Context: an optimization exercise on an open-source flow, tuned for small area. The choices shown serve that exercise and are no tape-out recipe. Function was checked by simulation only, so behaviour that the tests miss may differ from the original. Power is estimated from default activity; no workload was simulated.

==> inputs of 06-03 <==
==> flow/design.v <==
package fitnessPkg;
    localparam int DataWidth    = 8;     
    localparam int CalorieWidth = 24;    
    localparam int SecWidth     = 6;     
    localparam int SecondsWrap  = 59;    
    localparam int ProdWidth    = 14;    
    localparam int FifoDepth = 4;
    localparam int PtrWidth  = $clog2(FifoDepth);
    localparam logic [1:0] actIdle  = 2'd0;
    localparam logic [1:0] actRun   = 2'd1;
    localparam logic [1:0] actWalk  = 2'd2;
    localparam logic [1:0] actCycle = 2'd3;
endpackage
module rcAdd #(
    parameter int W = 8
) (
    input  logic [W-1:0] a,
    input  logic [W-1:0] b,
    input  logic         ci,
    output logic [W-1:0] s,
    output logic         co
);
    logic [W:0] c;
    assign c[0] = ci;
    for (genvar i = 0; i < W; i++) begin : bitGen
        assign s[i]   = a[i] ^ b[i] ^ c[i];
        assign c[i+1] = (a[i] & b[i]) | (c[i] & (a[i] ^ b[i]));
    end
    assign co = c[W];
endmodule
`timescale 1ns/1ps
import fitnessPkg::*;
module activityTimer (
    input  logic                clk,
    input  logic                rst,
    input  logic                secTick,
    input  logic [1:0]          activity,
    input  logic                sampleReady,
    output logic                sampleValid,
    output logic [1:0]          sampleActivity,
    output logic [SecWidth-1:0] sampleSeconds
);
    logic [SecWidth-1:0] secRun;
    logic [SecWidth-1:0] secWalk;
    logic [SecWidth-1:0] secCycle;
    logic                tickActive;
    assign tickActive = secTick && (activity != actIdle);
    function automatic logic [SecWidth-1:0] bump(input logic [SecWidth-1:0] s);
        bump = (s == SecWidth'(SecondsWrap)) ? '0 : s + SecWidth'(1);
    endfunction
    always_ff @(posedge clk or posedge rst) begin
        if (rst) begin
            secRun   <= '0;
            secWalk  <= '0;
            secCycle <= '0;
        end else if (secTick) begin
            if (activity == actRun)   secRun   <= bump(secRun);
            if (activity == actWalk)  secWalk  <= bump(secWalk);
            if (activity == actCycle) secCycle <= bump(secCycle);
        end
    end
    always_ff @(posedge clk or posedge rst) begin
        if (rst) begin
            sampleValid <= 1'b0;
        end else if (tickActive) begin
            sampleValid <= 1'b1;
        end else if (sampleReady) begin
            sampleValid <= 1'b0;
        end
    end
    always_ff @(posedge clk) begin
        if (tickActive) sampleActivity <= activity;
    end
    always_comb begin
        case (sampleActivity)
            actRun:  sampleSeconds = secRun;
            actWalk: sampleSeconds = secWalk;
            default: sampleSeconds = secCycle;
        endcase
    end
endmodule
`timescale 1ns/1ps
import fitnessPkg::*;
module sampleFifo (
    input  logic                clk,
    input  logic                rst,
    input  logic                sampleValid,
    input  logic [1:0]          sampleActivity,
    input  logic [SecWidth-1:0] sampleSeconds,
    output logic                sampleReady,
    output logic                fifoValid,
    output logic [1:0]          fifoActivity,
    output logic [SecWidth-1:0] fifoSeconds,
    input  logic                fifoReady
);
    logic [1:0]          memActivity [FifoDepth];
    logic [SecWidth-1:0] memSeconds  [FifoDepth];
    logic [PtrWidth-1:0] rdPtr;
    logic [PtrWidth-1:0] wrPtr;
    logic [PtrWidth:0]   count;
    logic                doWrite;
    logic                doRead;
    assign sampleReady = !count[PtrWidth];           
    assign fifoValid   = (count != '0);
    assign doWrite     = sampleValid && sampleReady;
    assign doRead      = fifoValid && fifoReady;
    assign wrPtr       = rdPtr + count[PtrWidth-1:0];
    assign fifoActivity = memActivity[rdPtr];
    assign fifoSeconds  = memSeconds[rdPtr];
    always_ff @(posedge clk) begin
        if (doWrite) begin
            memActivity[wrPtr] <= sampleActivity;
            memSeconds[wrPtr]  <= sampleSeconds;
        end
    end
    always_ff @(posedge clk or posedge rst) begin
        if (rst) begin
            rdPtr <= '0;
            count <= '0;
        end else begin
            if (doRead) rdPtr <= rdPtr + PtrWidth'(1);
            case ({doWrite, doRead})
                2'b10:   count <= count + 1'b1;
                2'b01:   count <= count - 1'b1;
                default: ;
            endcase
        end
    end
endmodule
`timescale 1ns/1ps
import fitnessPkg::*;
module serialDivider (
    input  logic                 clk,
    input  logic                 divLoad,
    input  logic [DataWidth-1:0] dividend,
    input  logic [DataWidth-1:0] divisor,
    output logic [DataWidth-1:0] quotient
);
    logic [DataWidth-1:0] remReg;
    logic [DataWidth-1:0] quoReg;
    logic [DataWidth:0]   trial;
    logic [DataWidth:0]   diff;
    assign trial = {remReg, quoReg[DataWidth-1]};
    rcAdd #(.W(DataWidth + 1)) sub_i (
        .a  (trial),
        .b  ({1'b1, ~divisor}),
        .ci (1'b1),
        .s  (diff),
        .co ()
    );
    always_ff @(posedge clk) begin
        if (divLoad) begin
            remReg <= '0;
            quoReg <= dividend;
        end else begin
            remReg <= diff[DataWidth] ? trial[DataWidth-1:0] : diff[DataWidth-1:0];
            quoReg <= {quoReg[DataWidth-2:0], !diff[DataWidth]};
        end
    end
    assign quotient = quoReg;
endmodule
`timescale 1ns/1ps
import fitnessPkg::*;
module metricsEngine (
    input  logic                    clk,
    input  logic                    rst,
    input  logic                    fifoValid,
    input  logic [1:0]              fifoActivity,
    input  logic [SecWidth-1:0]     fifoSeconds,
    input  logic [DataWidth-1:0]    weight,
    input  logic [DataWidth-1:0]    restingRate,
    input  logic [DataWidth-1:0]    distance,
    output logic                    fifoReady,
    output logic [DataWidth-1:0]    secondsRun,
    output logic [DataWidth-1:0]    secondsWalk,
    output logic [DataWidth-1:0]    secondsCycle,
    output logic [CalorieWidth-1:0] caloriesRun,
    output logic [CalorieWidth-1:0] caloriesWalk,
    output logic [CalorieWidth-1:0] caloriesCycle,
    output logic [DataWidth-1:0]    speed,
    output logic [DataWidth-1:0]    targetRate,
    output logic                    resultValid
);
    logic [3:0]              state;
    logic                    sIdle;
    logic                    sCalc;
    logic                    sPub;
    logic [1:0]              curAct;
    logic [SecWidth-1:0]     curSec;
    logic [SecWidth-1:0]     secRun;
    logic [SecWidth-1:0]     secWalk;
    logic [SecWidth-1:0]     secCycle;
    logic [SecWidth-1:0]     nextRun;
    logic [SecWidth-1:0]     nextWalk;
    logic [SecWidth-1:0]     nextCycle;
    logic [DataWidth-1:0]    timeSum;
    logic                    timeZero;
    logic [ProdWidth-1:0]    prod;
    logic [SecWidth:0]       prodAdd;
    logic [ProdWidth+2:0]    prod5;
    logic [DataWidth-1:0]    quotient;
    logic [DataWidth-1:0]    speedThird;
    logic [DataWidth-1:0]    calcWeight;
    logic [DataWidth-1:0]    calcDistance;
    assign sIdle       = (state[3:1] == 3'b000);
    assign sCalc       = !state[3] && state[1];
    assign sPub        = !state[3] && state[2];
    assign resultValid = !state[3] && state[0];
    assign fifoReady   = sIdle;
    assign nextRun   = (curAct == actRun)   ? curSec : secRun;
    assign nextWalk  = (curAct == actWalk)  ? curSec : secWalk;
    assign nextCycle = (curAct == actCycle) ? curSec : secCycle;
    logic [SecWidth:0] pairSum;
    rcAdd #(.W(SecWidth)) pairAdd_i (
        .a  (nextRun),
        .b  (nextWalk),
        .ci (1'b0),
        .s  (pairSum[SecWidth-1:0]),
        .co (pairSum[SecWidth])
    );
    rcAdd #(.W(SecWidth + 1)) totalAdd_i (
        .a  (pairSum),
        .b  ({1'b0, nextCycle}),
        .ci (1'b0),
        .s  (timeSum[SecWidth:0]),
        .co (timeSum[SecWidth+1])
    );
    assign timeZero  = (nextRun == '0) && (nextWalk == '0) && (nextCycle == '0);
    assign calcWeight   = timeZero ? '0 : weight;
    assign calcDistance = timeZero ? '0 : distance;
    always_ff @(posedge clk or posedge rst) begin
        if (rst) begin
            state <= 4'b0000;
        end else begin
            casez (state)
                4'b1111: state <= 4'b0100;
                4'b1???: state <= state + 4'b0001;
                4'b0?1?: state <= timeZero ? 4'b0100 : 4'b1000;
                4'b01??: state <= 4'b0001;
                default: state <= fifoValid ? 4'b0010 : 4'b0000;
            endcase
        end
    end
    always_ff @(posedge clk) begin
        if (sIdle && fifoValid) begin
            curAct <= fifoActivity;
            curSec <= fifoSeconds;
        end
    end
    rcAdd #(.W(SecWidth)) prodAdd_i (
        .a  (prod[ProdWidth-1:DataWidth]),
        .b  (prod[0] ? curSec : '0),
        .ci (1'b0),
        .s  (prodAdd[SecWidth-1:0]),
        .co (prodAdd[SecWidth])
    );
    always_ff @(posedge clk) begin
        if (sCalc) prod <= {{SecWidth{1'b0}}, calcWeight};
        else       prod <= {prodAdd, prod[DataWidth-1:1]};
    end
    assign prod5[1:0] = prod[1:0];
    rcAdd #(.W(ProdWidth)) prod5Add_i (
        .a  (prod),
        .b  ({2'b00, prod[ProdWidth-1:2]}),
        .ci (1'b0),
        .s  (prod5[ProdWidth+1:2]),
        .co (prod5[ProdWidth+2])
    );
    serialDivider serialDivider_i (
        .clk      (clk),
        .divLoad  (sCalc),
        .dividend (calcDistance),
        .divisor  (timeSum),
        .quotient (quotient)
    );
    always_comb begin : divByThree
        logic [1:0] r;
        logic [2:0] t;
        r = 2'd0;
        for (int i = DataWidth - 1; i >= 0; i--) begin
            t = {r, quotient[i]};
            speedThird[i] = (t >= 3'd3);
            r = speedThird[i] ? 2'(t - 3'd3) : t[1:0];
        end
    end
    logic [DataWidth-1:0] targetNew;
    logic [DataWidth-1:0] csaSum;
    logic [DataWidth-1:0] csaCarry;
    assign csaSum   = restingRate ^ (weight >> 1) ^ speedThird;
    assign csaCarry = (restingRate & (weight >> 1)) | (restingRate & speedThird)
                    | ((weight >> 1) & speedThird);
    rcAdd #(.W(DataWidth)) targetAdd_i (
        .a  (csaSum),
        .b  ({csaCarry[DataWidth-2:0], 1'b0}),
        .ci (1'b0),
        .s  (targetNew),
        .co ()
    );
    always_ff @(posedge clk or posedge rst) begin
        if (rst) begin
            secRun        <= '0;
            secWalk       <= '0;
            secCycle      <= '0;
            caloriesRun   <= '0;
            caloriesWalk  <= '0;
            caloriesCycle <= '0;
            speed         <= '0;
            targetRate    <= '0;
        end else if (sPub) begin
            secRun   <= nextRun;
            secWalk  <= nextWalk;
            secCycle <= nextCycle;
            case (curAct)
                actRun:   caloriesRun   <= CalorieWidth'({prod5, 1'b0});
                actWalk:  caloriesWalk  <= CalorieWidth'(prod5);
                actCycle: caloriesCycle <= CalorieWidth'({prod, 3'b000});
                default:  ;
            endcase
            speed      <= quotient;
            targetRate <= targetNew;
        end
    end
    assign secondsRun   = DataWidth'(secRun);
    assign secondsWalk  = DataWidth'(secWalk);
    assign secondsCycle = DataWidth'(secCycle);
endmodule
`timescale 1ns/1ps
import fitnessPkg::*;
module fitnessTracker (
    input  logic                    clk,
    input  logic                    rst,
    input  logic                    secTick,
    input  logic [1:0]              activity,
    input  logic [DataWidth-1:0]    weight,
    input  logic [DataWidth-1:0]    restingRate,
    input  logic [DataWidth-1:0]    distance,
    output logic [DataWidth-1:0]    secondsRun,
    output logic [DataWidth-1:0]    secondsWalk,
    output logic [DataWidth-1:0]    secondsCycle,
    output logic [CalorieWidth-1:0] caloriesRun,
    output logic [CalorieWidth-1:0] caloriesWalk,
    output logic [CalorieWidth-1:0] caloriesCycle,
    output logic [DataWidth-1:0]    speed,
    output logic [DataWidth-1:0]    targetRate,
    output logic                    resultValid
);
    logic                sampleValid;
    logic                sampleReady;
    logic [1:0]          sampleActivity;
    logic [SecWidth-1:0] sampleSeconds;
    logic                fifoValid;
    logic                fifoReady;
    logic [1:0]          fifoActivity;
    logic [SecWidth-1:0] fifoSeconds;
    activityTimer activityTimer_i (
        .clk            (clk),
        .rst            (rst),
        .secTick        (secTick),
        .activity       (activity),
        .sampleReady    (sampleReady),
        .sampleValid    (sampleValid),
        .sampleActivity (sampleActivity),
        .sampleSeconds  (sampleSeconds)
    );
    sampleFifo sampleFifo_i (
        .clk            (clk),
        .rst            (rst),
        .sampleValid    (sampleValid),
        .sampleActivity (sampleActivity),
        .sampleSeconds  (sampleSeconds),
        .sampleReady    (sampleReady),
        .fifoValid      (fifoValid),
        .fifoActivity   (fifoActivity),
        .fifoSeconds    (fifoSeconds),
        .fifoReady      (fifoReady)
    );
    metricsEngine metricsEngine_i (
        .clk           (clk),
        .rst           (rst),
        .fifoValid     (fifoValid),
        .fifoActivity  (fifoActivity),
        .fifoSeconds   (fifoSeconds),
        .weight        (weight),
        .restingRate   (restingRate),
        .distance      (distance),
        .fifoReady     (fifoReady),
        .secondsRun    (secondsRun),
        .secondsWalk   (secondsWalk),
        .secondsCycle  (secondsCycle),
        .caloriesRun   (caloriesRun),
        .caloriesWalk  (caloriesWalk),
        .caloriesCycle (caloriesCycle),
        .speed         (speed),
        .targetRate    (targetRate),
        .resultValid   (resultValid)
    );
endmodule
==> flow/flow/run.sh <==
#!/bin/bash
# The standard layout (standard.sh) with three changes:
#  - synthesis maps the logic with an area-oriented ABC script (flow/abc.script);
#    everything else in synthesis, registers included, is the standard one
#  - the port buffers use the smallest buffer cell
#  - the clock tree uses clkbuf_8 and no dummy loads
set -euo pipefail
here=$(pwd)
{
  cat <<'TCL'
proc abc {args} {
  set i [lsearch -exact $args -script]
  if { $i >= 0 } {
    set args [lreplace $args [expr {$i + 1}] [expr {$i + 1}] $::env(FLOW_ABC_SCRIPT)]
  }
  yosys abc {*}$args
}
TCL
  cat synth_recipe.tcl
} > flow_synth.tcl
export FLOW_ABC_SCRIPT="$here/flow/abc.script"
export BUFFER_PORTS_ARGS="-buffer_cell sky130_fd_sc_hd__buf_1"
export CTS_ARGS="-sink_clustering_enable -repair_clock_nets -dont_use_dummy_load -buf_list sky130_fd_sc_hd__clkbuf_8 -sink_clustering_size 24 -sink_clustering_max_diameter 120"
export SKIP_REPAIR_TIE_FANOUT=1
bash standard.sh SYNTH_SCRIPT="$here/flow_synth.tcl" finish > standard.log 2>&1
==> flow/flow/abc.script <==
strash
dch
amap
==> flow/standard.sh <==
#!/bin/bash
# synth_recipe.tcl (not shown) runs the flow's synth.tcl, then flattens the netlist and writes it again
# the make line also repeats each setting of config.mk as NAME=value (left out here)
make -C /OpenROAD-flow-scripts/flow DESIGN_CONFIG=/design/flow/config.mk WORK_HOME=/design/flow/orfs CLKGATE_MAP_FILE= SYNTH_SCRIPT=/design/flow/synth_recipe.tcl "${@:-finish}"
==> flow/config.mk <==
export PLATFORM = sky130hd
export DESIGN_NAME = fitnessTracker
export DESIGN_NICKNAME = fitnessTracker
export VERILOG_FILES = /design/flow/design.v
export SDC_FILE = /design/flow/constraint.sdc
export NUM_CORES = 4
export LEC_CHECK = 0
export CAP_MARGIN = 20
export CORE_MARGIN = 2
export CORE_UTILIZATION = 40
export SLEW_MARGIN = 20
==> flow/constraint.sdc <==
create_clock -name core_clock -period 12.0 [get_ports {clk}]
set_input_delay 2.4000 -clock core_clock [delete_from_list [all_inputs] [get_ports {clk}]]
set_output_delay 2.4000 -clock core_clock [all_outputs]
set_load 0.01 [all_outputs]
==> 01-20 (differences from 06-03) <==
--- a/flow/design.v
+++ b/flow/design.v
@@ -46,6 +46,15 @@
     logic                tickActive;
     assign tickActive = secTick && (activity != actIdle);
-    function automatic logic [SecWidth-1:0] bump(input logic [SecWidth-1:0] s);
-        bump = (s == SecWidth'(SecondsWrap)) ? '0 : s + SecWidth'(1);
+    function automatic logic [SecWidth-1:0] step(input logic [SecWidth-1:0] s, input logic en);
+        logic wrap;
+        logic [SecWidth-1:0] t;
+        wrap = s[5] & s[4] & s[3];
+        t[0] = en;
+        t[1] = en & s[0];
+        t[2] = en & s[0] & s[1] & !wrap;
+        t[3] = en & s[0] & s[1] & (s[2] | wrap);
+        t[4] = en & s[0] & s[1] & ((s[2] & s[3]) | wrap);
+        t[5] = en & s[0] & s[1] & ((s[2] & s[3] & s[4]) | wrap);
+        step = s ^ t;
     endfunction
     always_ff @(posedge clk or posedge rst) begin
@@ -54,8 +63,8 @@
             secWalk  <= '0;
             secCycle <= '0;
-        end else if (secTick) begin
-            if (activity == actRun)   secRun   <= bump(secRun);
-            if (activity == actWalk)  secWalk  <= bump(secWalk);
-            if (activity == actCycle) secCycle <= bump(secCycle);
+        end else begin
+            secRun   <= step(secRun,   secTick && (activity == actRun));
+            secWalk  <= step(secWalk,  secTick && (activity == actWalk));
+            secCycle <= step(secCycle, secTick && (activity == actCycle));
         end
     end
@@ -226,5 +235,5 @@
         .co (timeSum[SecWidth+1])
     );
-    assign timeZero  = (nextRun == '0) && (nextWalk == '0) && (nextCycle == '0);
+    assign timeZero  = (timeSum == '0);
     assign calcWeight   = timeZero ? '0 : weight;
     assign calcDistance = timeZero ? '0 : distance;
==> flow/flow/run.sh (replaced) <==
#!/bin/bash
# The standard layout (standard.sh) with these changes:
#  - synthesis maps the logic with an area-oriented ABC script (flow/abc.script)
#    and leaves the full adders to ABC instead of mapping them to adder cells
#    first; everything else in synthesis, registers included, is the standard one
#  - the port buffers use the smallest buffer cell
#  - the clock tree uses clkbuf_8 and no dummy loads
#  - one tie cell drives all the constant outputs
set -euo pipefail
here=$(pwd)
{
  cat <<'TCL'
proc abc {args} {
  set i [lsearch -exact $args -script]
  if { $i >= 0 } {
    set args [lreplace $args [expr {$i + 1}] [expr {$i + 1}] $::env(FLOW_ABC_SCRIPT)]
  }
  yosys abc {*}$args
}
TCL
  cat synth_recipe.tcl
} > flow_synth.tcl
export FLOW_ABC_SCRIPT="$here/flow/abc.script"
export BUFFER_PORTS_ARGS="-buffer_cell sky130_fd_sc_hd__buf_1"
export CTS_ARGS="-sink_clustering_enable -repair_clock_nets -dont_use_dummy_load -buf_list sky130_fd_sc_hd__clkbuf_8"
export SKIP_REPAIR_TIE_FANOUT=1
bash standard.sh SYNTH_SCRIPT="$here/flow_synth.tcl" ADDER_MAP_FILE= finish > standard.log 2>&1
==> flow/flow/abc.script (replaced) <==
strash
&get -n
&deepsyn -I 4 -J 50
&put
dch -f
amap -m -F 4 -A 8
- CORE_UTILIZATION: 40 -> 70
- PLACE_DENSITY: unset -> 0.8
==> notes.md <==
----------------------------------------------------
[Final layout]
  Fraction of final layout cells with drive strength greater than 1 ... 3.09%
  Final Core Density ... 44.9%

[Outcome]
  Outcome ... no timing/DRC/antenna violations

[Global routing]
  Global router's overall resource usage ... 16.1%
  Global-route track usage on met2 ... 27.4%

[Setup path]
  Launch point of the critical path ... metricsEngine_i.serialDivider_i.quoReg[6]
  Depth of the most critical reg-to-reg path ... 35

[Pwr]
  P_comb ... 1.72 mW

[Logic synthesis]
  Yosys top cell area share ... 31.9%
  Post-synthesis share of cell area spent on full adders, half adders and majority gates ... 14.0%

[Timing]
  Worst relative slew slack ... 33.2%

[Routing]
  Met2 layer wire length in the routed design ... 8660 um

----------------------------------------------------
That was 06-03.
==> notes.md <==
----------------------------------------------------
[Setup path]
  Depth of the most critical reg-to-reg path ... 30
  Worst R2R End ... metricsEngine_i.serialDivider_i.remReg[2]

[Global routing]
  Global router's overall resource usage ... 30.4%

[Final layout]
  Commonest non-fill, non-tap cells in the layout ... sky130_fd_sc_hd__nor2_1, sky130_fd_sc_hd__a21oi_1, sky130_fd_sc_hd__buf_1
  Fraction of final layout cells with drive strength greater than 1 ... 2.58%
  Total area of sequential cells ... 4610 um^2
  Register with the most flip-flops ... sampleFifo_i.memSeconds

[Outcome]
  Outcome ... no timing/DRC/antenna violations

[Logic synthesis]
  Post-synthesis share of cell area spent on full adders, half adders and majority gates ... 0%

[Routing]
  Pre-antenna DRT Iters ... 5

[Pwr]
  P_comb ... 1.60 mW

[Placement]
  Minimum setup slack after placement ... 6.26 ns

----------------------------------------------------
That was 01-20.

[what the ideal ports hide]
No port has a modelled driver above. Below, the same layouts with a new extraction and two added sets of constraints. Step 1: set_driving_cell puts a clkbuf_16 on clk and a buf_2 on each other input, an assumption about the parent block. Step 2 moves the port delays by t, midway between the first and last clock arrival at a register: inputs arrive t later, outputs are due t later. That takes back most of the time a late clock gives input paths. a / b / c = no drivers / after step 1 / after step 2; a / b = the first two.
run | t (ns) | slack for setup (ns) | worst setup path at the end | worst data-port slew with drivers (ns) | pins driven straight from the clock port
06-03 | 0.476 | 4.590 / 4.590 / 4.590 | register to register | 0.07 | 1
01-20 | 0.484 | 6.001 / 6.001 / 6.001 | register to register | 0.05 | 1
After both steps every run listed still meets setup and hold.
